This is an optimization exercise on Yosys and OpenROAD, whose aim is small area, a short achievable clock period and few clock cycles per item, not a production implementation.
At most, simulation tests tie the RTL to the original design; equivalence was not proved.
Only the layout flow was run in run 1; the RTL was not checked for function there.
Power figures rest on the tool's default switching activity, not on a simulated workload. The clock port is modelled as an ideal driver; clocking choices that lean on that would not hold on a real chip.

`flow/standard.sh`:
```
#!/bin/bash
# synth_recipe.tcl (not shown) runs the flow's synth.tcl, then flattens the netlist and writes it again
# the make line also repeats each setting of config.mk as NAME=value (left out here)
make -C /OpenROAD-flow-scripts/flow DESIGN_CONFIG=/design/flow/config.mk WORK_HOME=/design/flow/orfs CLKGATE_MAP_FILE= SYNTH_SCRIPT=/design/flow/synth_recipe.tcl "${@:-finish}"
```
`flow/config.mk`:
```
export PLATFORM = sky130hd
export DESIGN_NAME = softmax_normalizer
export DESIGN_NICKNAME = softmax_normalizer
export VERILOG_FILES = /design/flow/design.v
export SDC_FILE = /design/flow/constraint.sdc
export NUM_CORES = 4
export LEC_CHECK = 0
export CAP_MARGIN = 20
export CORE_MARGIN = 2
export CORE_UTILIZATION = 40
export SLEW_MARGIN = 20
```
`flow/flow/run.sh`:
```
#!/bin/bash
# Layout flow: the standard flow (standard.sh), with the standard synthesis run
# unchanged. Two changes to how the layout is made: the port buffers that placement
# inserts on every input and output are buf_4 cells, and the timing repair of the later
# steps aims below the clock period (a setup margin of REPAIR_MARGIN ns).
# Each step's output goes to a log of its own.
set -euo pipefail
REPAIR_MARGIN=7.2
bash standard.sh synth > synth.log 2>&1
bash standard.sh SETUP_SLACK_MARGIN=$REPAIR_MARGIN "BUFFER_PORTS_ARGS=-buffer_cell sky130_fd_sc_hd__buf_4" finish > layout.log 2>&1
```
`flow/design.v`:
```
package smx_pkg;
    localparam int MaxRows = 64;
    localparam int SumW    = 23;
    function automatic logic [16:0] pow2_lut(input logic [3:0] j);
        logic [16:0] v;
        unique case (j)
            4'd0: v = 17'd65536;   4'd1: v = 17'd62757;
            4'd2: v = 17'd60097;   4'd3: v = 17'd57549;
            4'd4: v = 17'd55109;   4'd5: v = 17'd52773;
            4'd6: v = 17'd50535;   4'd7: v = 17'd48393;
            4'd8: v = 17'd46341;   4'd9: v = 17'd44376;
            4'd10: v = 17'd42495;  4'd11: v = 17'd40693;
            4'd12: v = 17'd38968;  4'd13: v = 17'd37316;
            4'd14: v = 17'd35734;  default: v = 17'd34219;
        endcase
        pow2_lut = v;
    endfunction
    function automatic logic [8:0] exp_code(input logic [15:0] g);
        logic [21:0] p;
        p = 22'(g[11:0]) * 22'd369 + 22'd128;
        if (g[15:12] != 4'd0) begin
            exp_code = 9'h1FF;
        end else begin
            exp_code = p[20:12];
        end
    endfunction
    function automatic logic [16:0] exp_dec(input logic [8:0] c);
        logic [16:0] v;
        v = pow2_lut(c[3:0]) >> c[8:4];
        if (c[8:4] >= 5'd17) begin
            v = '0;
        end
        exp_dec = v;
    endfunction
endpackage
module smx_datapath #(
    parameter logic [15:0] REG_MASK = 16'hFFFE
) (
    input  logic        aclk,
    input  logic        aresetn,
    input  logic        adv,        
    input  logic        in_v,
    input  logic [16:0] in_e,
    input  logic [22:0] in_s,
    input  logic        in_last,
    input  logic        in_ovf,
    output logic        out_v,
    output logic [15:0] out_q,
    output logic        out_last,
    output logic        out_ovf
);
    logic [22:0] r_c   [17];
    logic [22:0] s_c   [17];
    logic [15:0] q_c   [17];
    logic        v_c   [17];
    logic        lst_c [17];
    logic        ovf_c [17];
    assign r_c[0]   = 23'(in_e);
    assign s_c[0]   = in_s;
    assign q_c[0]   = '0;
    assign v_c[0]   = in_v;
    assign lst_c[0] = in_last;
    assign ovf_c[0] = in_ovf;
    for (genvar i = 0; i < 16; i++) begin : g_step
        logic [22:0] r_i, s_i;
        logic [15:0] q_i;
        logic        v_i, lst_i, ovf_i;
        if (i > 0 && REG_MASK[i]) begin : g_reg
            logic [22:0] r_q, s_q;
            logic [i-1:0] q_q;
            logic        v_q, lst_q, ovf_q;
            always_ff @(posedge aclk) begin
                if (!aresetn) begin
                    v_q <= 1'b0;
                end else if (adv) begin
                    v_q <= v_c[i];
                end
                if (adv) begin
                    r_q   <= r_c[i];
                    s_q   <= s_c[i];
                    q_q   <= q_c[i][i-1:0];
                    lst_q <= lst_c[i];
                    ovf_q <= ovf_c[i];
                end
            end
            assign r_i = r_q;   assign s_i = s_q;   assign q_i = 16'(q_q);
            assign v_i = v_q;   assign lst_i = lst_q; assign ovf_i = ovf_q;
        end else begin : g_wire
            assign r_i = r_c[i];   assign s_i = s_c[i];   assign q_i = q_c[i];
            assign v_i = v_c[i];   assign lst_i = lst_c[i]; assign ovf_i = ovf_c[i];
        end
        logic [23:0] d_i;
        assign d_i = {r_i, 1'b0} - {1'b0, s_i};
        assign r_c[i+1]   = d_i[23] ? {r_i[21:0], 1'b0} : d_i[22:0];
        assign s_c[i+1]   = s_i;
        assign q_c[i+1]   = {q_i[14:0], ~d_i[23]};
        assign v_c[i+1]   = v_i;
        assign lst_c[i+1] = lst_i;
        assign ovf_c[i+1] = ovf_i;
    end
    assign out_v    = v_c[16];
    assign out_q    = q_c[16];
    assign out_last = lst_c[16];
    assign out_ovf  = ovf_c[16];
endmodule
module softmax_normalizer (
    input  logic        aclk,
    input  logic        aresetn,
    input  logic        s_tvalid,
    output logic        s_tready,
    input  logic [15:0] s_tdata,    
    input  logic        s_tlast,    
    output logic        m_tvalid,
    input  logic        m_tready,
    output logic [15:0] m_tdata,    
    output logic        m_tlast,    
    output logic        m_tuser     
);
    localparam int D1 = 4;    
    localparam int P1 = $clog2(D1);
    localparam int D2 = 3;    
    localparam int P2 = $clog2(D2 + 1);
    localparam logic [15:0] DIV_MASK = 16'hFFFE;   
    logic        rdy_q;
    logic [6:0]  cin_q;         
    logic [15:0] x_q;
    logic        st_q, dr_q, cl_q;
    logic [6:0]  occa_q;        
    logic [P1:0] q1res_q;       
    logic        acc;
    logic        st_in;
    logic        rd_a;          
    logic        pop1;          
    assign acc   = s_tvalid && rdy_q;
    assign st_in = acc && !cin_q[6];
    logic [6:0]  occa_b, occa_n;
    logic [P1:0] q1res_b, q1res_n;
    logic [6:0]  cin_n;
    logic        occa_ok0, occa_ok1, q1_ok0, q1_ok1, cin_sat1, rdy_n;
    assign occa_b   = occa_q - 7'(rd_a);
    assign q1res_b  = q1res_q - (P1+1)'(pop1);
    assign occa_n   = occa_b + 7'(st_in);
    assign q1res_n  = q1res_b + (P1+1)'(acc && s_tlast);
    assign cin_n    = !acc ? cin_q : (s_tlast ? 7'd0 : (cin_q[6] ? cin_q : cin_q + 7'd1));
    assign occa_ok0 = occa_b < 7'd64;
    assign occa_ok1 = occa_b < 7'd63;
    assign q1_ok0   = q1res_b < (P1+1)'(D1);
    assign q1_ok1   = q1res_b < (P1+1)'(D1 - 1);
    assign cin_sat1 = cin_q[6] || (cin_q == 7'd63);
    always_comb begin
        if (!acc) begin
            rdy_n = q1_ok0 && (occa_ok0 || cin_q[6]);
        end else if (s_tlast) begin
            rdy_n = q1_ok1 && (cin_q[6] ? occa_ok0 : occa_ok1);
        end else begin
            rdy_n = q1_ok0 && (cin_q[6] ? 1'b1 : (occa_ok1 || cin_sat1));
        end
    end
    always_ff @(posedge aclk) begin
        x_q <= s_tdata;
        if (!aresetn) begin
            rdy_q   <= 1'b0;
            cin_q   <= '0;
            st_q    <= 1'b0;
            dr_q    <= 1'b0;
            cl_q    <= 1'b0;
            occa_q  <= '0;
            q1res_q <= '0;
        end else begin
            st_q    <= st_in;
            dr_q    <= acc && cin_q[6];
            cl_q    <= acc && s_tlast;
            cin_q   <= cin_n;
            occa_q  <= occa_n;
            q1res_q <= q1res_n;
            rdy_q   <= rdy_n;
        end
    end
    assign s_tready = rdy_q;
    logic [15:0] mema [64];
    logic [5:0]  wpa_q;
    logic [15:0] lmax_q;
    logic [6:0]  ln_q;
    logic        lovf_q;
    logic [15:0] lmax_n;
    logic [6:0]  ln_n;
    logic        lovf_n;
    assign lmax_n = (st_q && ($signed(x_q) > $signed(lmax_q))) ? x_q : lmax_q;
    assign ln_n   = ln_q + 7'(st_q);
    assign lovf_n = lovf_q || dr_q;
    logic [15:0] q1max [D1];
    logic [5:0]  q1nm1 [D1];
    logic        q1ovf [D1];
    logic [P1-1:0] q1wp_q, q1rp_q;
    always_ff @(posedge aclk) begin
        if (st_q) begin
            mema[wpa_q] <= x_q;
        end
        if (cl_q) begin
            q1max[q1wp_q] <= lmax_n;
            q1nm1[q1wp_q] <= 6'(ln_n - 7'd1);
            q1ovf[q1wp_q] <= lovf_n;
        end
        if (!aresetn) begin
            wpa_q  <= '0;
            lmax_q <= 16'h8000;
            ln_q   <= '0;
            lovf_q <= 1'b0;
            q1wp_q <= '0;
        end else begin
            if (st_q) begin
                wpa_q <= wpa_q + 6'd1;
            end
            if (cl_q) begin
                lmax_q <= 16'h8000;
                ln_q   <= '0;
                lovf_q <= 1'b0;
                q1wp_q <= (q1wp_q == P1'(D1 - 1)) ? '0 : q1wp_q + 1'b1;
            end else begin
                lmax_q <= lmax_n;
                ln_q   <= ln_n;
                lovf_q <= lovf_n;
            end
        end
    end
    logic [P1:0] q1cnt_q;       
    logic [5:0]  rpa_q;
    logic [5:0]  sidx_q;
    logic [6:0]  occb_q;        
    logic [P2-1:0] q2res_q;     
    logic        rd_b;          
    logic        s_last;
    logic        s_ok;
    logic          slast_q;
    logic [5:0]    sidx_n;
    logic [P1-1:0] q1rp_n;
    logic [5:0]    hnm1_n;
    assign s_last = slast_q;
    assign sidx_n = !s_ok ? sidx_q : (s_last ? 6'd0 : sidx_q + 6'd1);
    assign q1rp_n = !(s_ok && s_last) ? q1rp_q : ((q1rp_q == P1'(D1 - 1)) ? '0 : q1rp_q + 1'b1);
    assign hnm1_n = (cl_q && (q1wp_q == q1rp_n)) ? 6'(ln_n - 7'd1) : q1nm1[q1rp_n];
    always_ff @(posedge aclk) begin
        slast_q <= sidx_n == hnm1_n;
    end
    assign s_ok   = (q1cnt_q != '0) && !occb_q[6] && (!s_last || (q2res_q != P2'(D2)));
    assign rd_a   = s_ok;
    assign pop1   = s_ok && s_last;
    logic [15:0] sx_q, smx_q;
    logic        s1v_q, s1l_q, s1o_q;
    logic [5:0]  s1n_q;
    logic [15:0] g_q;
    logic        s2v_q, s2l_q, s2o_q;
    logic [5:0]  s2n_q;
    logic [14:0] ga_q;          
    logic [17:0] gb_q;          
    logic        gs_q;          
    logic        s3v_q, s3l_q, s3o_q;
    logic [5:0]  s3n_q;
    logic [8:0]  s4c_q;
    logic        s4v_q, s4l_q, s4o_q;
    logic [5:0]  s4n_q;
    logic [8:0]  s5c_q;
    logic [16:0] s5e_q;
    logic        s5v_q, s5l_q, s5o_q;
    logic [5:0]  s5n_q;
    logic [22:0] sacc_q;
    logic [22:0] ssum;
    logic [20:0] gp;
    assign ssum = sacc_q + 23'(s5e_q);
    assign gp   = {ga_q, 6'd0} + 21'(gb_q);
    always_ff @(posedge aclk) begin
        if (s_ok) begin
            sx_q  <= mema[rpa_q];
            smx_q <= q1max[q1rp_q];
            s1l_q <= s_last;
            s1n_q <= q1nm1[q1rp_q];
            s1o_q <= q1ovf[q1rp_q];
        end
        g_q   <= smx_q - sx_q;
        s2l_q <= s1l_q;
        s2n_q <= s1n_q;
        s2o_q <= s1o_q;
        ga_q  <= {1'b0, g_q[11:0], 2'b00} + 15'(g_q[11:0]);
        gb_q  <= {14'(g_q[11:0]) + {1'b0, g_q[11:0], 1'b0}, 4'd0} + 18'(g_q[11:0]) + 18'd128;
        gs_q  <= g_q[15:12] != 4'd0;
        s3l_q <= s2l_q;
        s3n_q <= s2n_q;
        s3o_q <= s2o_q;
        s4c_q <= gs_q ? 9'h1FF : gp[20:12];
        s4l_q <= s3l_q;
        s4n_q <= s3n_q;
        s4o_q <= s3o_q;
        s5c_q <= s4c_q;
        s5e_q <= smx_pkg::exp_dec(s4c_q);
        s5l_q <= s4l_q;
        s5n_q <= s4n_q;
        s5o_q <= s4o_q;
        if (!aresetn) begin
            q1cnt_q <= '0;
            q1rp_q  <= '0;
            rpa_q   <= '0;
            sidx_q  <= '0;
            s1v_q   <= 1'b0;
            s2v_q   <= 1'b0;
            s3v_q   <= 1'b0;
            s4v_q   <= 1'b0;
            s5v_q   <= 1'b0;
            sacc_q  <= '0;
        end else begin
            q1cnt_q <= q1cnt_q + (P1+1)'(cl_q) - (P1+1)'(pop1);
            if (s_ok) begin
                rpa_q  <= rpa_q + 6'd1;
                sidx_q <= s_last ? 6'd0 : sidx_q + 6'd1;
                if (s_last) begin
                    q1rp_q <= (q1rp_q == P1'(D1 - 1)) ? '0 : q1rp_q + 1'b1;
                end
            end
            s1v_q <= s_ok;
            s2v_q <= s1v_q;
            s3v_q <= s2v_q;
            s4v_q <= s3v_q;
            s5v_q <= s4v_q;
            if (s5v_q) begin
                sacc_q <= s5l_q ? 23'd0 : ssum;
            end
        end
    end
    logic [8:0]  memb [64];
    logic [5:0]  wpb_q;
    logic [22:0] q2s   [D2];
    logic [5:0]  q2nm1 [D2];
    logic        q2ovf [D2];
    logic [P2-1:0] q2wp_q, q2rp_q;
    logic        push2;
    logic        rel2;          
    assign push2 = s5v_q && s5l_q;
    always_ff @(posedge aclk) begin
        if (s5v_q) begin
            memb[wpb_q] <= s5c_q;
        end
        if (push2) begin
            q2s[q2wp_q]   <= ssum;
            q2nm1[q2wp_q] <= s5n_q;
            q2ovf[q2wp_q] <= s5o_q;
        end
        if (!aresetn) begin
            wpb_q   <= '0;
            q2wp_q  <= '0;
            occb_q  <= '0;
            q2res_q <= '0;
        end else begin
            if (s5v_q) begin
                wpb_q <= wpb_q + 6'd1;
            end
            if (push2) begin
                q2wp_q <= (q2wp_q == P2'(D2 - 1)) ? '0 : q2wp_q + 1'b1;
            end
            occb_q  <= occb_q + 7'(s_ok) - 7'(rd_b);
            q2res_q <= q2res_q + P2'(s_ok && s_last) - P2'(rel2);
        end
    end
    logic        adv;
    logic [P2-1:0] q2cnt_q;     
    logic [5:0]  rpb_q;
    logic [5:0]  eidx_q;
    logic        e_last;
    logic        e_ok;
    logic        ov_q;
    logic        adv_q;
    assign adv    = adv_q;
    assign e_last = (eidx_q == q2nm1[q2rp_q]);
    assign e_ok   = adv && (q2cnt_q != '0);
    assign rd_b   = e_ok;
    logic [8:0]    ec_q;
    logic [P2-1:0] e1i_q;
    logic          e1v_q, e1l_q, e1o_q;
    logic [16:0]   ee_q;
    logic [22:0]   es_q;
    logic          e2v_q, e2l_q, e2o_q;
    assign rel2 = adv && e1v_q && e1l_q;
    always_ff @(posedge aclk) begin
        if (e_ok) begin
            ec_q  <= memb[rpb_q];
            e1i_q <= q2rp_q;
            e1l_q <= e_last;
            e1o_q <= q2ovf[q2rp_q];
        end
        if (adv) begin
            ee_q  <= smx_pkg::exp_dec(ec_q);
            es_q  <= q2s[e1i_q];
            e2l_q <= e1l_q;
            e2o_q <= e1o_q;
        end
        if (!aresetn) begin
            q2cnt_q <= '0;
            q2rp_q  <= '0;
            rpb_q   <= '0;
            eidx_q  <= '0;
            e1v_q   <= 1'b0;
            e2v_q   <= 1'b0;
        end else begin
            q2cnt_q <= q2cnt_q + P2'(push2) - P2'(e_ok && e_last);
            if (e_ok) begin
                rpb_q  <= rpb_q + 6'd1;
                eidx_q <= e_last ? 6'd0 : eidx_q + 6'd1;
                if (e_last) begin
                    q2rp_q <= (q2rp_q == P2'(D2 - 1)) ? '0 : q2rp_q + 1'b1;
                end
            end
            if (adv) begin
                e1v_q <= e_ok;
                e2v_q <= e1v_q;
            end
        end
    end
    logic        dv, dl, dovf;
    logic [15:0] dq;
    smx_datapath #(.REG_MASK(DIV_MASK)) u_div (
        .aclk     (aclk),
        .aresetn  (aresetn),
        .adv      (adv),
        .in_v     (e2v_q),
        .in_e     (ee_q),
        .in_s     (es_q),
        .in_last  (e2l_q),
        .in_ovf   (e2o_q),
        .out_v    (dv),
        .out_q    (dq),
        .out_last (dl),
        .out_ovf  (dovf)
    );
    logic [15:0] op_q, kp_q;
    logic        ol_q, oo_q, kl_q, ko_q;
    logic        kv_q;
    logic        push_o, pop_o;
    logic [1:0]  ocnt, ocnt_n;
    assign push_o = adv && dv;
    assign pop_o  = ov_q && m_tready;
    assign ocnt   = {ov_q && kv_q, ov_q ^ kv_q};
    assign ocnt_n = ocnt + 2'(push_o) - 2'(pop_o);
    always_ff @(posedge aclk) begin
        if (!aresetn) begin
            ov_q  <= 1'b0;
            kv_q  <= 1'b0;
            adv_q <= 1'b1;
        end else begin
            ov_q  <= ocnt_n != 2'd0;
            kv_q  <= ocnt_n == 2'd2;
            adv_q <= ocnt_n != 2'd2;
        end
        if (!ov_q || pop_o) begin
            if (kv_q) begin
                op_q <= kp_q;
                ol_q <= kl_q;
                oo_q <= ko_q;
            end else begin
                op_q <= dq;
                ol_q <= dl;
                oo_q <= dovf;
            end
        end
        if (push_o) begin
            kp_q <= dq;
            kl_q <= dl;
            ko_q <= dovf;
        end
    end
    assign m_tvalid = ov_q;
    assign m_tdata  = op_q;
    assign m_tlast  = ol_q;
    assign m_tuser  = oo_q;
endmodule
```
`flow/constraint.sdc`:
```
create_clock -name core_clock -period 11.0 [get_ports {aclk}]
set_input_delay 2.2000 -clock core_clock [delete_from_list [all_inputs] [get_ports {aclk}]]
set_output_delay 2.2000 -clock core_clock [all_outputs]
set_load 0.01 [all_outputs]
```
==> results by group, run 1 <==
Drt
  – DRC: 0
  – ANT nets after route: 0
  – Via count: 71200
  – Vias per cell: 5.349
  – Total Wirelength: 287.9 mm
  – DRT Pass-1 Iters: 8
  – Drt wl/cell: 21.63 um
  – DR iter-0 viols: between 5000 and 6000

Final layout
  – Non-filler cells, final: 13310
  – Nets: 9178
  – Share of cells above drive strength 1: 20.78%
  – Fill count: 28350
  – Syn-to-layout area delta: 13.66%

Floorplanning
  – Die extent in y: 582.9 um
  – Core area: 0.3334 sq mm
  – Die ar.: 0.3397 sq mm
  – Num rows: 212
  – Ports: 41
  – Die width: around 580 um
  – Starting Density: 40.20%

Setup path
  – Critical Path End Type: flop
  – Crit-path max FO: 6
  – Critical path required time: around 12 ns
  – Setup CP Type: flop to flop
  – Worst Path Arrival: approximately 4.4 ns
  – Startpoint Class: flop

Logic synthesis
  – YS warnings: 8
  – Yosys cell types: 98
  – Mapped Cells: just over 8000
  – Dominant synthesized flop cell: edfxtp_1
  – Seq cells post-synth: 3050
  – Syn Area/Cell: 16.12 sq um
  – Mapped Area: 0.1340 sq mm
  – Ys async rst share: 0%
  – Sequential fraction of the synthesis area: around 66%
  – Number of synthesized flops with an enable pin: 2753

GRT
  – Vias in the first global route: between 70000 and 80000
  – First-pass GRT wire length: between 400 and 500 mm
  – Largest net degree at the start of global routing: 193
  – GR Overflow Total: 0
  – Initial antenna violation count: 9
  – All-Layer GR Usage: roughly 17%

STA
  – Slew Limit Fails: 0
  – Max Freq: 264.5 MHz
  – Setup TNS: 0 ns
  – Fin crit period: between 3 and 4 ns
  – Worst Tran Pin Value: ~1.3 ns
  – Max-slew headroom: 14.64%
  – Clock skew: 0.09401 ns
  – RSZ-0062 raised after global routing: true
  – Final hold vios: 0
  – Hold_ws: between 0.3 and 0.4 ns
  – Final Cycle Share: between 30% and 40%
  – Final setup violation count: 0

Run status
  – Status: no timing/DRC/antenna violations

Clocking
  – Clk pin slew, worst setup/hold paths: 0.06 ns
  – Num CTS Buffers: 334
  – Root Driver: clkbuf_16
  – Clock latency (worst-skew pair): between 0.9 and 1 ns
  – CTS sink cnt: 3050
  – CTS tree: done
  – Max Buffers Root-to-Sink: 4
  – H-tree Lvls: 5
  – Hold-fix buffer count after cts: 0

Pwr
  – LEAKAGE: 0.05330 uW
  – Pwr dens: 262.9 mW/mm^2
  – Total chip power: 40050 uW
  – Worst vdd ir: 0.0001716 V

Placed design
  – GP Congestion: 0.8206
  – DP Wirelength: about 180 mm
  – IO Port Bufs: 40
  – Cells after DPL: 12650

Flow run
  – Max-Cap Viols: 0

Hold path
  – Worst hold-check path type: flop to flop
## worst max-delay path: stages (launching register included)
cell and delay (ns):
edfxtp_1 0.42, inv_1 0.09, ha_1 0.23, nor2b_4 0.13, o31a_1 0.36, o2111ai_4 0.26, a31oi_4 0.13, a2111o_1 0.49
a41oi_2 0.30, o21ai_2 0.13, a21oi_4 0.21, xnor2_4 0.23, clkbuf_16 0.25, mux2_4 0.30
## cells in the final DEF (no fill, tap or decap), types with 120 or more instances in the layout
cell type and n:
mux4_2 559, nor2_1 379, dfxtp_1 260, nor2b_1 144, ha_1 484, xnor2_1 274, inv_1 545, o21ai_0 224
a21oi_1 293, clkbuf_16 343, edfxtp_1 2753, a21o_1 165, mux2_2 261, nand2_1 236, xor2_1 120, buf_4 197
## final cells by class
class | count | area [sq um] | area share (%)
tap | 4387 | 5489 | 3.603
clock inverter | 181 | 1675 | 1.100
timing repair buffer | 234 | 2103 | 1.381
antenna | 3 | 7.507 | 0.004928
clock buffer | 435 | 9014 | 5.917
inverter | 553 | 2090 | 1.372
sequential | 3050 | 88680 | 58.21
multi-input combinational | 4468 | 43280 | 28.41
## timing repair
action	in CTS	in global routing
pin swaps	11	34
setup endpoints to repair	402	512
buffers inserted	7	22
resized for setup	54	104
gates cloned	3	7
## metrics by stage
stage / worst slack (ns) / utilization [%] / cell area (sq um)
2_1_floorplan: 1.475 / - / 134200
3_3_place_gp: 6.401 / 42.10 / 140400
3_5_place_dp: 6.388 / 42.13 / 140500
4_1_cts: 7.157 / 45.45 / 151500
5_1_grt: 7.053 / 45.69 / 152300
6_report: 7.220 / 45.69 / 152300
## cells in the mapped netlist, drive strengths merged (25+ instances only)
library cell	instances	area share, %
edfxtp	2753	62
mux4	559	9.4
inv	551	1.5
ha	494	4.6
nor2	425	1.2
mux2	341	3.0
a21oi	307	1.2
dfxtp	297	4.4
xnor2	282	1.9
o21ai	253	0.96
nand2	236	0.66
clkbuf	171	0.48
a21o	167	0.94
nor2b	146	0.68
xor2	124	0.82
mux2i	120	0.90
and2	110	0.51
nor3	105	0.39
o21a	93	0.52
nand3	86	0.33
buf	80	0.30
nand2b	69	0.32
and3	50	0.23
a211oi	46	0.26
nand4	44	0.21
o21bai	40	0.22
or3	33	0.15
a31oi	27	0.14
or2	25	0.12
## where the power goes
part	leakage, uW	total, uW	internal (uW)	switching [uW]
logic	0.0203	13000	6630	6420
registers	0.0277	16100	15200	944
clock network	0.00523	10900	6330	4580
total	0.0533	40100	28100	11900
## final timing paths
check / startpoint / to / slack [ns] / cells after the start
worst max-delay path: u_div.g_step[8].g_reg.s_q[1] / u_div.g_step[9].g_reg.r_q[4] / 7.22 / 13
worst max register to register: u_div.g_step[8].g_reg.s_q[1] / u_div.g_step[9].g_reg.r_q[4] / 7.22 / 13
worst min-delay path: s4c_q[1] / s5c_q[1] / 0.31 / 0
worst min register to register: s4c_q[1] / s5c_q[1] / 0.31 / 0
## sequential cells by signal, summed over array words and instances (netlist names), 24 cells and up, named ones only
name	flops
memb	576
mema	1024
q2s	69
u_div.g_step.g_reg.s_q	345
q1max	64
q1nm1	24
u_div.g_step.g_reg.r_q	345
u_div.g_step.g_reg.q_q	120
## kinds of logic (layout without fill, tap and decap cells)
group                    after synthesis  in the layout  share of synthesized area, %
buffers and inverters                804           1403                         2.331
AND/OR/NAND/NOR                     1376           1379                         5.082
AO/OA/AOI/OAI                       1143           1143                         5.545
adder cells (fa/ha/maj)              516            516                         4.940
flip-flops                          3050           3050                         66.11
multiplexers                        1020           1020                         13.30
XOR/XNOR                             406            408                         2.687
other                                  1              5                      0.002798
## per-layer routing
metal | part of all wire [%] | track usage [%]
met5 | 0.010 | 0
met4 | 2.7 | 4.756
met3 | 4.7 | 2.213
met1 | 42 | 21.57
met2 | 50 | 29.33
==> run 2: changes to the inputs <==
--- a/flow/design.v
+++ b/flow/design.v
@@ -50,5 +50,5 @@
     output logic        out_ovf
 );
-    logic [22:0] r_c   [17];
+    logic [23:0] p_c   [17];
     logic [22:0] s_c   [17];
     logic [15:0] q_c   [17];
@@ -56,5 +56,5 @@
     logic        lst_c [17];
     logic        ovf_c [17];
-    assign r_c[0]   = 23'(in_e);
+    assign p_c[0]   = 24'(in_e);
     assign s_c[0]   = in_s;
     assign q_c[0]   = '0;
@@ -63,9 +63,11 @@
     assign ovf_c[0] = in_ovf;
     for (genvar i = 0; i < 16; i++) begin : g_step
-        logic [22:0] r_i, s_i;
+        logic [23:0] p_i;
+        logic [22:0] s_i;
         logic [15:0] q_i;
         logic        v_i, lst_i, ovf_i;
         if (i > 0 && REG_MASK[i]) begin : g_reg
-            logic [22:0] r_q, s_q;
+            logic [23:0] p_q;
+            logic [22:0] s_q;
             logic [i-1:0] q_q;
             logic        v_q, lst_q, ovf_q;
@@ -77,5 +79,5 @@
                 end
                 if (adv) begin
-                    r_q   <= r_c[i];
+                    p_q   <= p_c[i];
                     s_q   <= s_c[i];
                     q_q   <= q_c[i][i-1:0];
@@ -84,15 +86,19 @@
                 end
             end
-            assign r_i = r_q;   assign s_i = s_q;   assign q_i = 16'(q_q);
+            assign p_i = p_q;   assign s_i = s_q;   assign q_i = 16'(q_q);
             assign v_i = v_q;   assign lst_i = lst_q; assign ovf_i = ovf_q;
         end else begin : g_wire
-            assign r_i = r_c[i];   assign s_i = s_c[i];   assign q_i = q_c[i];
+            assign p_i = p_c[i];   assign s_i = s_c[i];   assign q_i = q_c[i];
             assign v_i = v_c[i];   assign lst_i = lst_c[i]; assign ovf_i = ovf_c[i];
         end
-        logic [23:0] d_i;
-        assign d_i = {r_i, 1'b0} - {1'b0, s_i};
-        assign r_c[i+1]   = d_i[23] ? {r_i[21:0], 1'b0} : d_i[22:0];
+        logic        sub_i;
+        logic [25:0] a_i, b_i, y_i;
+        assign sub_i = !p_i[23];
+        assign a_i   = {p_i, 1'b0, 1'b1};
+        assign b_i   = {{2'b00, s_i} ^ {25{sub_i}}, sub_i};
+        assign y_i   = a_i + b_i;
+        assign p_c[i+1]   = y_i[24:1];
         assign s_c[i+1]   = s_i;
-        assign q_c[i+1]   = {q_i[14:0], ~d_i[23]};
+        assign q_c[i+1]   = {q_i[14:0], !y_i[24]};
         assign v_c[i+1]   = v_i;
         assign lst_c[i+1] = lst_i;
@@ -117,7 +123,7 @@
     output logic        m_tuser     
 );
-    localparam int D1 = 4;    
+    localparam int D1 = 5;    
     localparam int P1 = $clog2(D1);
-    localparam int D2 = 3;    
+    localparam int D2 = 4;    
     localparam int P2 = $clog2(D2 + 1);
     localparam logic [15:0] DIV_MASK = 16'hFFFE;   
--- a/flow/config.mk
+++ b/flow/config.mk
@@ -8,4 +8,5 @@
 export CAP_MARGIN = 20
 export CORE_MARGIN = 2
-export CORE_UTILIZATION = 40
+export CORE_UTILIZATION = 60
+export PLACE_DENSITY = 0.7
 export SLEW_MARGIN = 20
==> run 2 against run 1 <==
Still clean; power grew 5.5%; design area decreased by 0.61%; routed wire length decreased by 1.4%; area after synthesis is 1.3% higher; synthesized cell count fell by 0.63%; first-iteration DRC count rose by 21%; sequential cell count up 75; non-clock buffer count down 24; worst setup slack improved by 0.069 ns; global-route usage grew 8.1 points; hold slack lost 0.0013 ns; critical endpoint is now sx_q[11]; largest power group unchanged.
==> results by group, run 2 <==
Pwr
  – Pint: 28990 uW (+3.1%)
  – Clock network fraction of total power: 25.5% (-1.7 points)
  – Comb power frac: 34.9% (+2.3 points)
  – Worst vdd ir: 0.0001910 V (+11%)
  – LEAKAGE: 0.05150 uW (-3.4%)
  – Pwr dens: 279.1 mW/mm^2 (+6.2%)
  – Net Sw Power: 13270 uW (+11%)
  – Total chip power: 42260 uW (+5.5%)
  – Sequential Power Share: 39.6% (-0.6 points)
  – Sw Share: 31.40% (+1.6 points)

Logic synthesis
  – Post-synth top area share: 62.35% (+0.68 points)
  – Sequential fraction of the synthesis area: 66.85% (+0.74 points)
  – Ys async rst share: 0% (unchanged)
  – Yosys cell types: 96 (-2.0%)
  – Mapped Area: 0.1358 sq mm (+1.3%)
  – Top post-synthesis cells by count: edfxtp_1, xnor2_1, mux4_2
  – Number of synthesized flops with an enable pin: 2820 (+2.4%)
  – Adder-Cell Fraction of Synth Area: 4.883% (-0.057 points)
  – Post-synthesis xor/xnor area fraction: 5.237% (+2.6 points)
  – Syn Area/Cell: 16.43 sq um (+2.0%)
  – Synth Area in Simple Gates: 4.989% (-0.093 points)
  – Mux cell area share after synthesis: 10.89% (-2.4 points)
  – Post-synthesis compound-gate area fraction: 5.658% (+0.11 points)
  – YS warnings: 8 (unchanged)
  – Most common cell in the netlist: edfxtp_1
  – Seq cells post-synth: 3125 (+2.5%)
  – Dominant synthesized flop cell: edfxtp_1
  – Largest cells by area after synthesis: edfxtp_1, mux4_2, ha_1
  – Mapped Cells: 8264 (-0.63%)
  – Largest family of logic cells by synthesized area: multiplexers
  – Most area-hungry cell type in the Yosys netlist: edfxtp_1

Flow run
  – Max-Cap Viols: 0 (unchanged)

STA
  – Worst Tran Pin Value: 1.145 ns (-0.1358 ns)
  – Max Freq: 269.5 MHz (+1.9%)
  – Final Cycle Share: 33.73% (-0.63 points)
  – Final hold vios: 0 (unchanged)
  – Fin crit period: 3.711 ns (-0.06943 ns)
  – RSZ-0062 raised after global routing: false
  – Clock skew: 0.05055 ns (-0.04346 ns)
  – Max-slew headroom: 23.69% (+9.1 points)
  – Final setup violation count: 0 (unchanged)
  – Setup TNS: 0 ns (unchanged)
  – Slew Limit Fails: 0 (unchanged)

GRT
  – Vias in the first global route: 73200 (-0.41%)
  – GR Overflow Total: 0 (unchanged)
  – Largest net degree at the start of global routing: 172 (-11%)
  – Initial antenna violation count: 9 (unchanged)
  – First-pass GRT wire length: 433.9 mm (-1.4%)
  – All-Layer GR Usage: 24.82% (+8.1 points)

Clocking
  – Clk pin slew, worst setup/hold paths: 0.06 ns (about the same)
  – H-tree Lvls: 5 (unchanged)
  – CTS tree: done
  – Clock latency (worst-skew pair): 0.96 ns (+0.02 ns)
  – Root Driver: clkbuf_16
  – Hold-fix buffer count after cts: 0 (unchanged)
  – Max Buffers Root-to-Sink: 4 (unchanged)
  – Num CTS Buffers: 332 (-0.60%)
  – CTS sink cnt: 3125 (+2.5%)

Placed design
  – Placed inst area: 0.1404 sq mm (about the same)
  – IO Port Bufs: 40 (unchanged)
  – GP Congestion: 0.8468 (+3.2%)
  – DP Wirelength: 178.9 mm (+1.2%)

Setup path
  – Setup CP Type: flop to flop
  – Startpoint Class: flop
  – Critical path required time: 11.67 ns (+0.04 ns)
  – Crit-path max FO: 71 (+65)
  – Critical Path End Type: flop
  – Worst Path Arrival: 4.38 ns (-0.03 ns)

Drt
  – DR iter-0 viols: 6371 (+21%)
  – Vias per cell: 6.088 (+14%)
  – DRT Pass-1 Iters: 8 (unchanged)
  – DRC: 0 (unchanged)
  – ANT nets after route: 0 (unchanged)
  – Total Wirelength: 284.0 mm (-1.4%)
  – Drt wl/cell: 24.14 um (+12%)
  – Via count: 71620 (+0.59%)

Final layout
  – Most frequent cells in the layout: edfxtp_1, xnor2_1, mux4_2
  – Syn-to-layout area delta: 11.49%
  – Nets: 9063 (-1.3%)
  – Share of cells above drive strength 1: 17.42% (-3.4 points)
  – Register name with the most flops: mema
  – Max reg flops: 1024 (unchanged)
  – Top Registers: mema x1024, memb x576, u_div.g_step.g_reg.p_q x359
  – Fin area: 0.1514 sq mm (-0.61%)
  – Leading cell type in the layout, fill and taps excluded: edfxtp_1

Floorplanning
  – Die ar.: 0.2302 sq mm (-32%)
  – Die extent in y: 479.8 um (-18%)
  – Starting Density: 60.39% (+20 points)
  – Num rows: 174 (-18%)
  – Core area: 0.2249 sq mm (-33%)
  – Die width: 479.8 um (-18%)
  – Ports: 41 (unchanged)

Run status
  – Status: no timing/DRC/antenna violations

Hold path
  – Worst hold-check path type: flop to flop
[run 2: changes by cell type after synthesis, moves of 35 or more]
cell,before,now
mux2i_1,119,80
mux2_4,51,0
inv_1,550,235
mux2_2,282,74
edfxtp_1,2753,2820
o21ai_0,229,194
xnor2_1,278,662
a21oi_1,303,343
[run 2: critical path, stage by stage, from the launching register on]
cell and delay (ns):
dfxtp_4 0.81, buf_8 0.49, buf_8 0.52, mux4_2 0.39, mux4_2 0.59, mux4_2 0.50
[run 2: final timing paths]
check,startpoint,endpoint,slack [ns],depth (start not counted)
worst max-delay path,rpa_q[1],sx_q[11],7.29,5
worst min-delay path,s4c_q[0],s5c_q[0],0.31,0
worst max register to register,rpa_q[1],sx_q[11],7.29,5
worst min register to register,s4c_q[0],s5c_q[0],0.31,0
[run 2: cells by family (layout without fill, tap and decap cells)]
kind of cell / after synthesis / in the layout
other: 0 / 5
AOI/OAI and AO/OA: 1167 / 1167
adders and majority gates: 524 / 524
DFF: 3125 / 3125
muxes: 738 / 738
and+or+nand+nor: 1371 / 1371
xor gates and xnor gates: 812 / 812
buffers and inverters: 527 / 1030
[run 2: power by group through the flow]
stage,Clock (uW),Sequential [uW],Combinational [uW]
2_1_floorplan,0,16700,11600
3_3_place_gp,0,17000,14100
3_5_place_dp,0,17000,14400
4_1_cts,11000,16800,14600
5_1_grt,11400,16900,16400
6_report,10800,16700,14700
[run 2: through the flow]
step | cells | setup slack [ns] | utilization [%] | hold WS, ns
4_1_cts | 11750 | 7.202 | 67.16 | 0.3114
5_1_grt | 11760 | 7.202 | 67.32 | 0.3146
3_3_place_gp | 11160 | 6.382 | 62.35 | 0.3111
3_5_place_dp | 11160 | 6.343 | 62.41 | 0.3121
2_1_floorplan | 8264 | 2.255 | - | 0.3096
6_report | 11760 | 7.289 | 67.33 | 0.3130
[run 2: final cells by class]
class                   instances  area, sq um
diodes                          5        12.51
clock buffers                 408         8842
clock inverters               175         1625
fillers                     14840        73480
inverters                     237        890.9
multi-input cells            4612        43490
flip-flops and latches       3125        90870
well taps                    2992         3744
repair buffers                210         1943
[run 2: routing by layer]
metal | part of all wire, % | GRT usage, %
met1 | 39 | 31.18
met2 | 52 | 44.08
met3 | 5.7 | 3.441
met4 | 3.6 | 8.935
met5 | 0.024 | 0
[run 2: timing repair]
item	4_1_cts	5_1_grt
gates cloned	1	0
endpoints found under the setup margin	46	62
gates resized for setup	24	48
pin swaps	0	1
buffers inserted	4	0
Testbench counts of run 2, summed over its fixed seeds: cycles 12,162, items 10,857.
==> run 3: changes to the inputs <==
--- a/flow/config.mk
+++ b/flow/config.mk
@@ -8,5 +8,4 @@
 export CAP_MARGIN = 20
 export CORE_MARGIN = 2
-export CORE_UTILIZATION = 60
-export PLACE_DENSITY = 0.7
+export CORE_UTILIZATION = 40
 export SLEW_MARGIN = 20
==> run 3 against run 2 <==
Sequential cell count did not move; utilization shrank 22 points; power is 1.6% higher; largest power group unchanged; clock power is 6% higher; hold slack is essentially flat; worst setup slack better by 0.049 ns; maximum frequency rose by 1.3%; sequential share of layout area is 1.0 points lower; area after synthesis did not move.
==> results by group, run 3 <==
Run status
  – Status: no timing/DRC/antenna violations

Setup path
  – CP delay by family, top: flip-flops
  – Worst path bufs/invs: 1 (-1)
  – Critical path's slowest cell: dfxtp_2
  – CP peak stage delay: 0.42 ns (-0.39 ns)
  – Setup crit start: ov_q
  – Startpoint Class: flop
  – Critical path required time: 8.80 ns (-2.87 ns)
  – R2r startpoint: u_div.g_step[9].g_reg.p_q[23]
  – Crit-path max FO: 4 (-94%)
  – Critical Path End Type: output port
  – Setup CP Type: flop to output port
  – Cell chain of the critical path: buf_4
  – Worst reg2reg setup slack: 7.37 ns (+0.08 ns)
  – Worst Path Arrival: 1.46 ns (-2.92 ns)

Logic synthesis
  – Seq cells post-synth: 3125 (unchanged)
  – Ys async rst share: 0% (unchanged)
  – Top post-synthesis cells by count: edfxtp_1, xnor2_1, mux4_2
  – Number of synthesized flops with an enable pin: 2820 (unchanged)
  – Sequential fraction of the synthesis area: 66.85% (unchanged)
  – Dominant synthesized flop cell: edfxtp_1
  – Largest cells by area after synthesis: edfxtp_1, mux4_2, ha_1
  – Most area-hungry cell type in the Yosys netlist: edfxtp_1
  – Yosys cell types: 96 (unchanged)
  – Mapped Cells: 8264 (unchanged)
  – Syn Area/Cell: 16.43 sq um (unchanged)
  – Mapped Area: 0.1358 sq mm (unchanged)
  – Post-synth top area share: 62.35% (unchanged)
  – YS warnings: 8 (unchanged)
  – Most common cell in the netlist: edfxtp_1

Drt
  – Drt wl/cell: 21.10 um (-13%)
  – Vias per cell: 5.293 (-13%)
  – Via count: 70570 (-1.5%)
  – Total Wirelength: 281.3 mm (-0.95%)
  – DRC: 0 (unchanged)
  – DRT Pass-1 Iters: 6 (-2)
  – ANT nets after route: 0 (unchanged)
  – DR iter-0 viols: 5082 (-20%)

Floorplanning
  – Die ar.: 0.3442 sq mm (+50%)
  – Num rows: 213 (+22%)
  – Die width: 586.7 um (+22%)
  – Core area: 0.3374 sq mm (+50%)
  – Ports: 41 (unchanged)
  – Die extent in y: 586.7 um (+22%)
  – Starting Density: 40.25% (-20 points)

Clocking
  – Num CTS Buffers: 343 (+3.3%)
  – Root Driver: clkbuf_16
  – Clk pin slew, worst setup/hold paths: 0.06 ns (about the same)
  – H-tree Lvls: 5 (unchanged)
  – CTS tree: done
  – Hold-fix buffer count after cts: 0 (unchanged)
  – CTS sink cnt: 3125 (unchanged)
  – Clock latency (worst-skew pair): 0.92 ns (-0.04 ns)
  – Max Buffers Root-to-Sink: 4 (unchanged)

STA
  – Max Freq: 273.1 MHz (+1.3%)
  – Final Cycle Share: 33.29% (-0.44 points)
  – Fin crit period: 3.662 ns (-0.04878 ns)
  – RSZ-0062 raised after global routing: false
  – Final hold vios: 0 (unchanged)
  – Clock skew: 0.06488 ns (+0.01433 ns)
  – Final setup violation count: 0 (unchanged)
  – Worst Tran Pin Value: 1.143 ns (-0.001546 ns)
  – Setup slack after layout: 7.338 ns (+0.04878 ns)
  – Max-slew headroom: 23.69% (about the same)
  – Slew Limit Fails: 0 (unchanged)
  – Setup TNS: 0 ns (unchanged)

Flow run
  – Max-Cap Viols: 0 (unchanged)

Final layout
  – Syn-to-layout area delta: 13.38%
  – Most frequent cells in the layout: edfxtp_1, xnor2_1, mux4_2
  – Share of cells above drive strength 1: 17.45% (+0.028 points)
  – Nets: 9075 (+0.13%)
  – Leading cell type in the layout, fill and taps excluded: edfxtp_1
  – Fill count: 29000 (+95%)
  – Non-filler cells, final: 13330 (+13%)
  – Fin area: 0.1540 sq mm (+1.7%)
  – End-of-flow core utilization: 45.64% (-22 points)
  – Top Registers: mema x1024, memb x576, u_div.g_step.g_reg.p_q x359
  – Max reg flops: 1024 (unchanged)
  – Register name with the most flops: mema

Placed design
  – Place WS: 6.778 ns (+0.4349 ns)
  – GP Congestion: 0.8229 (-2.8%)
  – Cells after DPL: 12690 (+14%)
  – DP Wirelength: 177.7 mm (-0.68%)
  – IO Port Bufs: 40 (unchanged)
  – Placed inst area: 0.1422 sq mm (+1.3%)

GRT
  – Initial antenna violation count: 10 (+1)
  – GR Overflow Total: 0 (unchanged)
  – All-Layer GR Usage: 16.06% (-8.8 points)
  – First-pass GRT wire length: 434.2 mm (about the same)
  – Largest net degree at the start of global routing: 197 (+15%)
  – Vias in the first global route: 73100 (-0.14%)

Hold path
  – Hold Startpoint: s2l_q
  – Worst hold-check path type: flop to flop

Pwr
  – Pwr dens: 278.8 mW/mm^2 (about the same)
  – LEAKAGE: 0.05191 uW (+0.79%)
  – Worst vdd ir: 0.0001561 V (-18%)
run 3: what timing repair did:
item                                    in CTS  in global routing
setup buffers                                0                  5
pin swaps                                    0                  4
gates resized for setup                     15                 60
endpoints found under the setup margin      26                287
run 3: metal layers:
layer  global-route usage, %  vias to the layer above  part of all wire (%)
li1                        -                    32680                     -
met1                   21.22                    36000                    43
met2                   27.51                     1468                    49
met3                   2.386                      421                   4.9
met4                   4.563                        4                   2.5
met5                       0                        -                0.0096
run 3: layout make-up:
type | count | area [sq um] | area share (%)
multi-input cells | 4612 | 43430 | 28.20
inverters | 237 | 889.6 | 0.5778
clock buffers | 449 | 9353 | 6.074
well taps | 4515 | 5649 | 3.669
repair buffers | 211 | 1803 | 1.171
diodes | 2 | 5.005 | 0.003250
clock inverters | 182 | 1991 | 1.293
flip-flops and latches | 3125 | 90860 | 59.01
run 3: metrics by stage:
stage | total power (uW) | hold WS [ns]
after floorplan | 28350 | 0.3096
after global placement | 31130 | 0.3112
after detailed placement | 31380 | 0.3121
after CTS | 43150 | 0.3120
after global routing | 45750 | 0.3187
final | 42930 | 0.3129
run 3: path summary, 6_finish.rpt:
kind | endpoint | depth (start not counted)
min reg2reg | s3l_q | 0
max | m_tvalid | 1
max reg2reg | u_div.g_step[10].g_reg.q_q[0] | 12
min | s3l_q | 0
run 3: logic make-up after synthesis:
group,share of synthesized area (%)
xor gates and xnor gates,5.237
buffers and inverters,1.497
AOI/OAI and AO/OA,5.658
and+or+nand+nor,4.989
muxes,10.89
DFF,66.85
adders and majority gates,4.883
run 3: report_power, final:
group	switching, uW	internal [uW]
Clock	4670	6860
Sequential	805	15800
Combinational	7950	6800
Total	13400	29500
==> run 4: changes to the inputs <==
--- a/flow/flow/run.sh
+++ b/flow/flow/run.sh
@@ -6,5 +6,5 @@
 # Each step's output goes to a log of its own.
 set -euo pipefail
-REPAIR_MARGIN=7.2
+REPAIR_MARGIN=7.6
 bash standard.sh synth > synth.log 2>&1
 bash standard.sh SETUP_SLACK_MARGIN=$REPAIR_MARGIN "BUFFER_PORTS_ARGS=-buffer_cell sky130_fd_sc_hd__buf_4" finish > layout.log 2>&1
==> run 4 against run 3 <==
Die area is the same; clock skew down 0.0035 ns; utilization increased by 0.53 points; sequential cell count unchanged; first-iteration DRC count grew 12%; routed wire length is 4.3% higher; largest cell class unchanged; synthesized cell count unchanged; worst setup slack improved by 0.033 ns; non-clock buffer count is 110 higher; sequential share of layout area decreased by 0.67 points; highest routed layer unchanged.
==> results by group, run 4 <==
Hold path
  – Worst hold-check path type: flop to flop
  – Hold Startpoint: s3l_q
  – Hold Path Depth: 0 (unchanged)
  – Hold EP: s4l_q

Logic synthesis
  – Yosys cell types: 96 (unchanged)
  – Post-synth top area share: 62.35% (unchanged)
  – Most area-hungry cell type in the Yosys netlist: edfxtp_1
  – Top post-synthesis cells by count: edfxtp_1, xnor2_1, mux4_2
  – YS warnings: 8 (unchanged)
  – Syn Area/Cell: 16.43 sq um (unchanged)
  – Seq cells post-synth: 3125 (unchanged)
  – Mapped Area: 0.1358 sq mm (unchanged)
  – Most common cell in the netlist: edfxtp_1
  – Largest cells by area after synthesis: edfxtp_1, mux4_2, ha_1
  – Number of synthesized flops with an enable pin: 2820 (unchanged)
  – Ys async rst share: 0% (unchanged)
  – Sequential fraction of the synthesis area: 66.85% (unchanged)
  – Mapped Cells: 8264 (unchanged)
  – Dominant synthesized flop cell: edfxtp_1

Setup path
  – Worst Path Arrival: 1.43 ns (-0.03 ns)
  – Cell chain of the critical path: buf_6
  – Crit-path max FO: 1 (-3)
  – Worst path bufs/invs: 1 (unchanged)
  – CP delay by family, top: flip-flops
  – Startpoint Class: flop
  – Reg2Reg Depth: 12 (unchanged)
  – Reg2reg end: u_div.g_step[7].g_reg.p_q[22]
  – Setup CP Type: flop to output port
  – Critical Path End Type: output port
  – R2r startpoint: u_div.g_step[6].g_reg.p_q[23]
  – CP peak stage delay: 0.38 ns (-0.04 ns)
  – Worst reg2reg setup slack: 7.57 ns (+0.20 ns)
  – Critical path required time: 8.80 ns (about the same)
  – Critical path's slowest cell: edfxtp_1

Placed design
  – GP Congestion: 0.8087 (-1.7%)
  – Placed inst area: 0.1422 sq mm (about the same)
  – DP Wirelength: 178.3 mm (+0.36%)
  – Cells after DPL: 12690 (unchanged)
  – IO Port Bufs: 40 (unchanged)
  – Place WS: 6.380 ns (-0.3978 ns)

Drt
  – Drt wl/cell: 21.86 um (+3.6%)
  – ANT nets after route: 0 (unchanged)
  – Total Wirelength: 293.5 mm (+4.3%)
  – DRC: 0 (unchanged)
  – Vias per cell: 5.329 (+0.68%)
  – DRT Pass-1 Iters: 6 (unchanged)
  – DR iter-0 viols: 5684 (+12%)
  – Via count: 71550 (+1.4%)

STA
  – Final setup violation count: 0 (unchanged)
  – Slew Limit Fails: 0 (unchanged)
  – Clock skew: 0.06140 ns (-0.003481 ns)
  – Worst Tran Pin Value: 1.087 ns (-0.05579 ns)
  – Fin crit period: 3.629 ns (-0.03306 ns)
  – RSZ-0062 raised after global routing: true
  – Max-slew headroom: 27.25% (+3.6 points)
  – Setup slack after layout: 7.371 ns (+0.03306 ns)
  – Setup TNS: 0 ns (unchanged)
  – Max Freq: 275.6 MHz (+0.91%)
  – Final Cycle Share: 32.99% (-0.30 points)
  – Final hold vios: 0 (unchanged)

Pwr
  – Worst vdd ir: 0.0001578 V (+1.1%)
  – Pwr dens: 282.8 mW/mm^2 (+1.4%)
  – LEAKAGE: 0.05262 uW (+1.4%)
  – Total chip power: 44050 uW (+2.6%)

Final layout
  – Nets: 9182 (+1.2%)
  – Top Registers: mema x1024, memb x576, u_div.g_step.g_reg.p_q x359
  – Max reg flops: 1024 (unchanged)
  – Non-filler cells, final: 13430 (+0.71%)
  – Share of cells above drive strength 1: 19.67% (+2.2 points)
  – Fin area: 0.1558 sq mm (+1.2%)
  – Register name with the most flops: mema
  – Most frequent cells in the layout: edfxtp_1, xnor2_1, mux4_2
  – Syn-to-layout area delta: 14.70%
  – Leading cell type in the layout, fill and taps excluded: edfxtp_1

Run status
  – Status: no timing/DRC/antenna violations

GRT
  – Vias in the first global route: 73050 (-0.075%)
  – GR Overflow Total: 0 (unchanged)
  – Initial antenna violation count: 11 (+1)
  – All-Layer GR Usage: 16.52% (+0.46 points)
  – Largest net degree at the start of global routing: 162 (-18%)
  – First-pass GRT wire length: 441.0 mm (+1.6%)

Floorplanning
  – Die extent in y: 586.7 um (unchanged)
  – Num rows: 213 (unchanged)
  – Starting Density: 40.25% (unchanged)
  – Ports: 41 (unchanged)
  – Die ar.: 0.3442 sq mm (unchanged)
  – Die width: 586.7 um (unchanged)
  – Core area: 0.3374 sq mm (unchanged)

Clocking
  – Clock latency (worst-skew pair): 0.93 ns (about the same)
  – H-tree Lvls: 5 (unchanged)
  – Num CTS Buffers: 340 (-0.87%)
  – Root Driver: clkbuf_16
  – Clk pin slew, worst setup/hold paths: 0.06 ns (about the same)
  – CTS sink cnt: 3125 (unchanged)
  – Max Buffers Root-to-Sink: 4 (unchanged)
  – CTS tree: done

Flow run
  – Max-Cap Viols: 0 (unchanged)
-- run 4: cells by family (layout without fill, tap and decap cells) --
logic type / after synthesis / count (layout) / share of synthesized area (%)
and+or+nand+nor: 1371 / 1371 / 4.989
AOI/OAI and AO/OA: 1167 / 1167 / 5.658
DFF: 3125 / 3125 / 66.85
xor gates and xnor gates: 812 / 812 / 5.237
muxes: 738 / 738 / 10.89
buffers and inverters: 527 / 1172 / 1.497
other: 0 / 3 / 0
adders and majority gates: 524 / 524 / 4.883
-- run 4: final cells by class --
class,instances,area [sq um]
fill,28700,181600
inverter,237,889.6
clock buffer,450,9148
sequential,3125,90870
timing repair buffer,321,3226
clock inverter,164,1692
multi-input combinational,4612,44290
antenna,3,7.507
tap,4515,5649
-- run 4: through the flow --
step                      utilization [%]  hold slack (ns)
after detailed placement            42.13           0.3121
after global routing                46.17           0.3092
after global placement              42.13           0.3111
after CTS                           45.71           0.3022
after floorplan                         -           0.3096
final                               46.17           0.3041
-- run 4: routing by layer --
layer	track usage [%]	up-vias	share of wire, %
met3	3.098	466	5.9
met1	21.51	36460	42
met4	4.539	4	2.6
li1	-	32910	-
met5	0	-	0.0068
met2	28.23	1714	50
-- run 4: where the power goes --
part           total [uW]  switching (uW)  internal (uW)
Combinational       16300            8550           7730
Clock               11100            4680           6390
Sequential          16700             854          15800
Total               44100           14100          30000
-- run 4: timing repair --
action / 4_1_cts / 5_1_grt
gates cloned: 7 / 6
buffers inserted: 35 / 72
setup endpoints to repair: 505 / 325
hold buffers: 0 / 0
pin swaps: 44 / 104
gates resized for setup: 169 / 168
-- run 4: worst max path at each step --
stage,start,slack [ns],cells after the start,end
3_5_place_dp,rpa_q[0],6.38,5,sx_q[5]
3_3_place_gp,rpa_q[0],6.46,5,sx_q[5]
2_1_floorplan,adv_q,2.26,14,occb_q[6]
5_1_grt,op_q[10],7.27,1,m_tdata[10]
4_1_cts,op_q[3],7.26,1,m_tdata[3]
6_report,op_q[3],7.37,1,m_tdata[3]
==> run 5: changes to the inputs <==
--- a/flow/flow/run.sh
+++ b/flow/flow/run.sh
@@ -6,5 +6,5 @@
 # Each step's output goes to a log of its own.
 set -euo pipefail
-REPAIR_MARGIN=7.6
+REPAIR_MARGIN=7.2
 bash standard.sh synth > synth.log 2>&1
 bash standard.sh SETUP_SLACK_MARGIN=$REPAIR_MARGIN "BUFFER_PORTS_ARGS=-buffer_cell sky130_fd_sc_hd__buf_4" finish > layout.log 2>&1
--- a/flow/config.mk
+++ b/flow/config.mk
@@ -9,3 +9,4 @@
 export CORE_MARGIN = 2
 export CORE_UTILIZATION = 40
+export CTS_BUF_LIST = sky130_fd_sc_hd__clkbuf_4 sky130_fd_sc_hd__clkbuf_8
 export SLEW_MARGIN = 20
==> run 5 against run 4 <==
Design area is 1.5% lower; worst setup slack worse by 0.20 ns; utilization is 0.69 points lower; largest cell class unchanged; die area stayed put; synthesized cell count stayed put; sequential power hardly changed; clock skew is 0.042 ns higher; still clean on timing, DRC and antenna.
==> results by group, run 5 <==
Logic synthesis
  – Number of synthesized flops with an enable pin: 2820 (unchanged)
  – Yosys cell types: 96 (unchanged)
  – Mapped Area: 0.1358 sq mm (unchanged)
  – Ys async rst share: 0% (unchanged)
  – Syn Area/Cell: 16.43 sq um (unchanged)
  – Seq cells post-synth: 3125 (unchanged)
  – Post-synth top area share: 62.35% (unchanged)
  – YS warnings: 8 (unchanged)
  – Most area-hungry cell type in the Yosys netlist: edfxtp_1
  – Top post-synthesis cells by count: edfxtp_1, xnor2_1, mux4_2
  – Dominant synthesized flop cell: edfxtp_1
  – Sequential fraction of the synthesis area: 66.85% (unchanged)
  – Mapped Cells: 8264 (unchanged)
  – Largest cells by area after synthesis: edfxtp_1, mux4_2, ha_1
  – Most common cell in the netlist: edfxtp_1

STA
  – Slew Limit Fails: 0 (unchanged)
  – Hold_ws: 0.3100 ns (+0.005856 ns)
  – Final setup violation count: 0 (unchanged)
  – Worst Tran Pin Value: 1.159 ns (+0.07214 ns)
  – Max Freq: 261.0 MHz (-5.3%)
  – Clock skew: 0.1032 ns (+0.04181 ns)
  – RSZ-0062 raised after global routing: true
  – Final hold vios: 0 (unchanged)
  – Max-slew headroom: 22.60% (-4.6 points)
  – Setup TNS: 0 ns (unchanged)
  – Fin crit period: 3.831 ns (+0.2024 ns)
  – Final Cycle Share: 34.83% (+1.8 points)

Clocking
  – Max Buffers Root-to-Sink: 4 (unchanged)
  – H-tree Lvls: 6 (+1)
  – CTS sink cnt: 3125 (unchanged)
  – Clk pin slew, worst setup/hold paths: 0.06 ns (about the same)
  – Root Driver: clkbuf_8
  – Hold-fix buffer count after cts: 0 (unchanged)
  – CTS tree: done
  – Num CTS Buffers: 540 (+59%)
  – Clock latency (worst-skew pair): 1.17 ns (+0.24 ns)

Drt
  – Total Wirelength: 283.2 mm (-3.5%)
  – DRC: 0 (unchanged)
  – Via count: 71810 (+0.35%)
  – Vias per cell: 5.257 (-1.3%)
  – ANT nets after route: 0 (unchanged)
  – Drt wl/cell: 20.73 um (-5.1%)
  – DRT Pass-1 Iters: 6 (unchanged)
  – DR iter-0 viols: 5244 (-7.7%)

Final layout
  – Share of cells above drive strength 1: 20.86% (+1.2 points)
  – Top Registers: mema x1024, memb x576, u_div.g_step.g_reg.p_q x359
  – Syn-to-layout area delta: 12.98%
  – Most frequent cells in the layout: edfxtp_1, xnor2_1, mux4_2
  – Leading cell type in the layout, fill and taps excluded: edfxtp_1
  – Max reg flops: 1024 (unchanged)
  – Register name with the most flops: mema
  – End-of-flow core utilization: 45.48% (-0.69 points)
  – Fin area: 0.1534 sq mm (-1.5%)
  – Nets: 9272 (+0.98%)

Floorplanning
  – Starting Density: 40.25% (unchanged)
  – Ports: 41 (unchanged)
  – Die ar.: 0.3442 sq mm (unchanged)
  – Die extent in y: 586.7 um (unchanged)
  – Die width: 586.7 um (unchanged)
  – Num rows: 213 (unchanged)
  – Core area: 0.3374 sq mm (unchanged)

Placed design
  – IO Port Bufs: 40 (unchanged)
  – Placed inst area: 0.1422 sq mm (about the same)
  – DP Wirelength: 177.7 mm (-0.35%)
  – GP Congestion: 0.8229 (+1.8%)

Flow run
  – Max-Cap Viols: 0 (unchanged)

Pwr
  – Comb power frac: 35.2% (-1.8 points)
  – LEAKAGE: 0.05204 uW (-1.1%)
  – Net Sw Power: 13420 uW (-4.7%)
  – Pwr dens: 273.1 mW/mm^2 (-3.4%)
  – Worst vdd ir: 0.0001226 V (-22%)
  – Total chip power: 41900 uW (-4.9%)
  – Sequential Power Share: 39.8% (+1.9 points)
  – Clock network fraction of total power: 25.0% (about the same)
  – Sw Share: 32.04% (+0.057 points)
  – Pint: 28480 uW (-5.0%)

GRT
  – Vias in the first global route: 74640 (+2.2%)
  – First-pass GRT wire length: 437.2 mm (-0.87%)
  – All-Layer GR Usage: 16.16% (-0.36 points)
  – Largest net degree at the start of global routing: 197 (+22%)
  – Initial antenna violation count: 10 (-1)
  – GR Overflow Total: 0 (unchanged)

Setup path
  – Worst Path Arrival: 1.63 ns (+0.20 ns)
  – Critical path required time: 8.80 ns (about the same)
  – Crit-path max FO: 1 (unchanged)
  – CP delay by family, top: flip-flops
  – Worst path bufs/invs: 1 (unchanged)
  – Critical Path End Type: output port
  – Cell chain of the critical path: buf_4
  – CP Depth: 1 (unchanged)
  – Startpoint Class: flop
  – Reg2Reg Depth: 4 (-8)
  – Critical path's slowest cell: edfxtp_1
  – CP peak stage delay: 0.38 ns (about the same)
  – Setup CP Type: flop to output port

Hold path
  – Worst hold-check path type: flop to flop
  – Hold Path Depth: 0 (unchanged)

Run status
  – Status: no timing/DRC/antenna violations
[run 5: cell counts after synthesis]
No cell type changed its count.
[run 5: area by class of cell]
class                           instances  area (sq um)
Fill cell                           29280        184000
Sequential cell                      3125         90860
Multi-Input combinational cell       4612         43430
Clock buffer                          759          9264
Tap cell                             4515          5649
Timing Repair Buffer                  211          1867
Clock inverter                        195          1466
Inverter                              237         889.6
Antenna cell                            5         12.51
[run 5: what timing repair did]
item / 4_1_cts / 5_1_grt
endpoints found under the setup margin: 46 / 281
buffers inserted: 1 / 6
pin swaps: 0 / 4
resized for setup: 23 / 72
[run 5: cells by family after synthesis]
group	share of synthesized area (%)
multiplexers	10.89
XOR/XNOR	5.237
AO/OA/AOI/OAI	5.658
adder cells (fa/ha/maj)	4.883
buffers and inverters	1.497
AND/OR/NAND/NOR	4.989
flip-flops	66.85
[run 5: power by group through the flow]
| stage | Sequential, uW | Clock (uW) | Combinational, uW |
|---|---|---|---|
| floorplan | 16700 | 0 | 11600 |
| global placement | 16900 | 0 | 14200 |
| detailed placement | 16900 | 0 | 14400 |
| CTS | 16700 | 10800 | 14600 |
| global route | 16800 | 11300 | 16600 |
| finish | 16700 | 10500 | 14700 |
[run 5: metal layers]
layer  track usage, %  up-vias  part of all wire, %
met5                0        -               0.0046
met1            21.07    36340                   43
met3            2.660      522                  5.1
met4            5.013        2                  2.7
met2            27.62     1793                   49
li1                 -    33150                    -
[run 5: stage by stage]
| stage | setup slack, ns | instances |
|---|---|---|
| floorplan | 2.255 | 8264 |
| detailed placement | 6.778 | 12690 |
| CTS | 6.987 | 13640 |
| global placement | 6.854 | 12690 |
| finish | 7.169 | 13660 |
| global route | 7.018 | 13660 |
[run 5: worst paths after layout]
| check | start | end | slack, ns |
|---|---|---|---|
| min | s4c_q[3] | s5c_q[3] | 0.31 |
| max | op_q[13] | m_tdata[13] | 7.17 |
| min reg2reg | s4c_q[3] | s5c_q[3] | 0.31 |
| max reg2reg | rpa_q[0] | sx_q[3] | 7.37 |
==> run 6: changes to the inputs <==
==> flow/flow/run.sh (replaced) <==
#!/bin/bash
# Layout flow: the standard flow (standard.sh), with the standard synthesis run
# unchanged. Changes to how the layout is made: the port buffers that placement
# inserts on every input and output are buf_4 cells; clock tree synthesis uses larger
# sink clusters and no dummy balancing loads; and the timing repair of the later steps
# aims below the clock period (a setup margin of REPAIR_MARGIN ns).
# Each step's output goes to a log of its own.
set -euo pipefail
REPAIR_MARGIN=7.6
bash standard.sh synth > synth.log 2>&1
bash standard.sh SETUP_SLACK_MARGIN=$REPAIR_MARGIN \
    "BUFFER_PORTS_ARGS=-buffer_cell sky130_fd_sc_hd__buf_4" \
    "CTS_ARGS=-sink_clustering_enable -repair_clock_nets -dont_use_dummy_load -sink_clustering_size 30 -sink_clustering_max_diameter 150" \
    finish > layout.log 2>&1
--- a/flow/config.mk
+++ b/flow/config.mk
@@ -9,4 +9,3 @@
 export CORE_MARGIN = 2
 export CORE_UTILIZATION = 40
-export CTS_BUF_LIST = sky130_fd_sc_hd__clkbuf_4 sky130_fd_sc_hd__clkbuf_8
 export SLEW_MARGIN = 20
==> run 6 against run 5 <==
Global-route usage about the same; die area unchanged; utilization down 1.7 points.
==> results by group, run 6 <==
Final layout
  – Non-filler cells, final: 12920 (-5.4%)
  – Nets: 8949 (-3.5%)
  – Max reg flops: 1024 (unchanged)
  – Share of cells above drive strength 1: 16.46% (-4.4 points)
  – Leading cell type in the layout, fill and taps excluded: edfxtp_1
  – Most frequent cells in the layout: edfxtp_1, xnor2_1, mux4_2
  – Syn-to-layout area delta: 8.822%
  – End-of-flow core utilization: 43.80% (-1.7 points)
  – Register name with the most flops: mema

Placed design
  – DP Wirelength: 178.3 mm (+0.36%)
  – IO Port Bufs: 40 (unchanged)
  – Cells after DPL: 12690 (unchanged)
  – GP Congestion: 0.8087 (-1.7%)

Logic synthesis
  – Most area-hungry cell type in the Yosys netlist: edfxtp_1
  – Sequential fraction of the synthesis area: 66.85% (unchanged)
  – Post-synth top area share: 62.35% (unchanged)
  – Mapped Area: 0.1358 sq mm (unchanged)
  – Dominant synthesized flop cell: edfxtp_1
  – Largest cells by area after synthesis: edfxtp_1, mux4_2, ha_1
  – Mapped Cells: 8264 (unchanged)
  – Seq cells post-synth: 3125 (unchanged)
  – Yosys cell types: 96 (unchanged)
  – Ys async rst share: 0% (unchanged)
  – Most common cell in the netlist: edfxtp_1
  – Top post-synthesis cells by count: edfxtp_1, xnor2_1, mux4_2

Floorplanning
  – Ports: 41 (unchanged)
  – Starting Density: 40.25% (unchanged)
  – Die ar.: 0.3442 sq mm (unchanged)
  – Die extent in y: 586.7 um (unchanged)
  – Num rows: 213 (unchanged)

STA
  – Final Cycle Share: 33.37% (-1.5 points)
  – Max-slew headroom: 29.08% (+6.5 points)
  – Max Freq: 272.5 MHz (+4.4%)
  – Hold_ws: 0.3241 ns (+0.01408 ns)
  – RSZ-0062 raised after global routing: true
  – Final setup violation count: 0 (unchanged)
  – Fin crit period: 3.670 ns (-0.1611 ns)
  – Slew Limit Fails: 0 (unchanged)
  – Clock skew: 0.1142 ns (+0.01102 ns)

Setup path
  – Worst reg2reg setup slack: 7.55 ns (+0.18 ns)
  – Reg2reg end: u_div.g_step[7].g_reg.p_q[22]
  – Critical Path End Type: output port
  – Critical path's slowest cell: dfxtp_4
  – Worst path bufs/invs: 1 (unchanged)
  – Crit-path max FO: 2 (+1)
  – Cell chain of the critical path: buf_6
  – Reg2Reg Depth: 12 (+8)
  – Startpoint Class: flop

Drt
  – Total Wirelength: 286.3 mm (+1.1%)
  – DRT Pass-1 Iters: 7 (+1)
  – Vias per cell: 5.377 (+2.3%)
  – DRC: 0 (unchanged)
  – ANT nets after route: 0 (unchanged)
  – Via count: 69470 (-3.3%)
  – Drt wl/cell: 22.16 um (+6.9%)
  – DR iter-0 viols: 5597 (+6.7%)

Pwr
  – Pwr dens: 258.5 mW/mm^2 (-5.3%)
  – Worst vdd ir: 0.0001554 V (+27%)

Clocking
  – Root Driver: clkbuf_16
  – Clk pin slew, worst setup/hold paths: 0.11 ns (+0.05 ns)
  – Num CTS Buffers: 118 (-78%)
  – Max Buffers Root-to-Sink: 4 (unchanged)

GRT
  – All-Layer GR Usage: 16.18% (about the same)
  – GR Overflow Total: 0 (unchanged)
  – Largest net degree at the start of global routing: 162 (-18%)
  – Initial antenna violation count: 8 (-2)
  – First-pass GRT wire length: 432.6 mm (-1.1%)

Hold path
  – Hold EP: s4o_q
  – Hold Path Depth: 0 (unchanged)

Run status
  – Status: no timing/DRC/antenna violations
run 6: cell types whose count changed in the layout (fill, tap and decap cells not counted), sizes merged:
| cell | change |
|---|---|
| clkbuf | -638 |
| bufinv | -15 |
| clkinvlp | -20 |
| bufbuf | +7 |
| inv | -24 |
| clkinv | -136 |
| buf | +89 |
| diode | -2 |
run 6: worst max path at each step:
stage / from / end / depth (start not counted)
detailed placement: rpa_q[0] / sx_q[5] / 5
floorplan: adv_q / occb_q[6] / 14
global route: ov_q / m_tvalid / 1
global placement: rpa_q[0] / sx_q[5] / 5
finish: ov_q / m_tvalid / 1
CTS: ov_q / m_tvalid / 1
run 6: metal layers:
metal | share of wire (%) | GRT usage [%] | vias to the layer above
met5 | 0.0045 | 0 | -
met4 | 2.0 | 3.178 | 2
met3 | 4.5 | 1.810 | 246
met2 | 50 | 28.33 | 1327
met1 | 43 | 21.80 | 35820
li1 | - | - | 32070
run 6: layout make-up:
type,instances,area (sq um)
clock buffers,118,2953
fillers,29340,189600
well taps,4515,5649
diodes,3,7.507
multi-input cells,4612,44350
inverters,237,889.6
repair buffers,310,3068
flip-flops and latches,3125,90880
run 6: cells by family (layout without fill, tap and decap cells):
kind of cell    count (synthesis)  in the layout  synth area share, %
other cells                     0              3                    0
flops                        3125           3125                66.85
fa+ha+maj                     524            524                4.883
compound gates               1167           1167                5.658
buf+inv                       527            665                1.497
simple gates                 1371           1371                4.989
mux                           738            738                10.89
xor+xnor                      812            812                5.237
run 6: metrics by stage:
| stage | area [sq um] | total power [uW] | setup slack (ns) |
|---|---|---|---|
| floorplan | 136000 | 28360 | 2.255 |
| global placement | 142100 | 31150 | 6.464 |
| detailed placement | 142200 | 31390 | 6.380 |
| CTS | 146400 | 37490 | 7.222 |
| global route | 147800 | 40760 | 7.242 |
| finish | 147800 | 38200 | 7.330 |
run 6: report_power, final:
| part | switching [uW] | leakage (uW) | internal, uW | total (uW) |
|---|---|---|---|---|
| clock network | 3400 | 0.00145 | 1930 | 5330 |
| registers | 845 | 0.0283 | 15800 | 16700 |
| logic | 8530 | 0.0190 | 7680 | 16200 |
run 6: what timing repair did:
item | in CTS | in global routing
hold endpoints to repair | 0 | 0
gates resized for setup | 171 | 164
gates cloned | 8 | 2
setup buffers | 37 | 63
endpoints found under the setup margin | 592 | 450
pin swaps | 47 | 93
hold buffers | 0 | 0

Check on run 6: ideal ports give 7.330 ns setup slack; a clkbuf_16 on the clock port and buf_2 on the inputs give 7.236 ns; moving port delays by the midpoint clock arrival (0.973 ns) as well gives 6.888 ns.
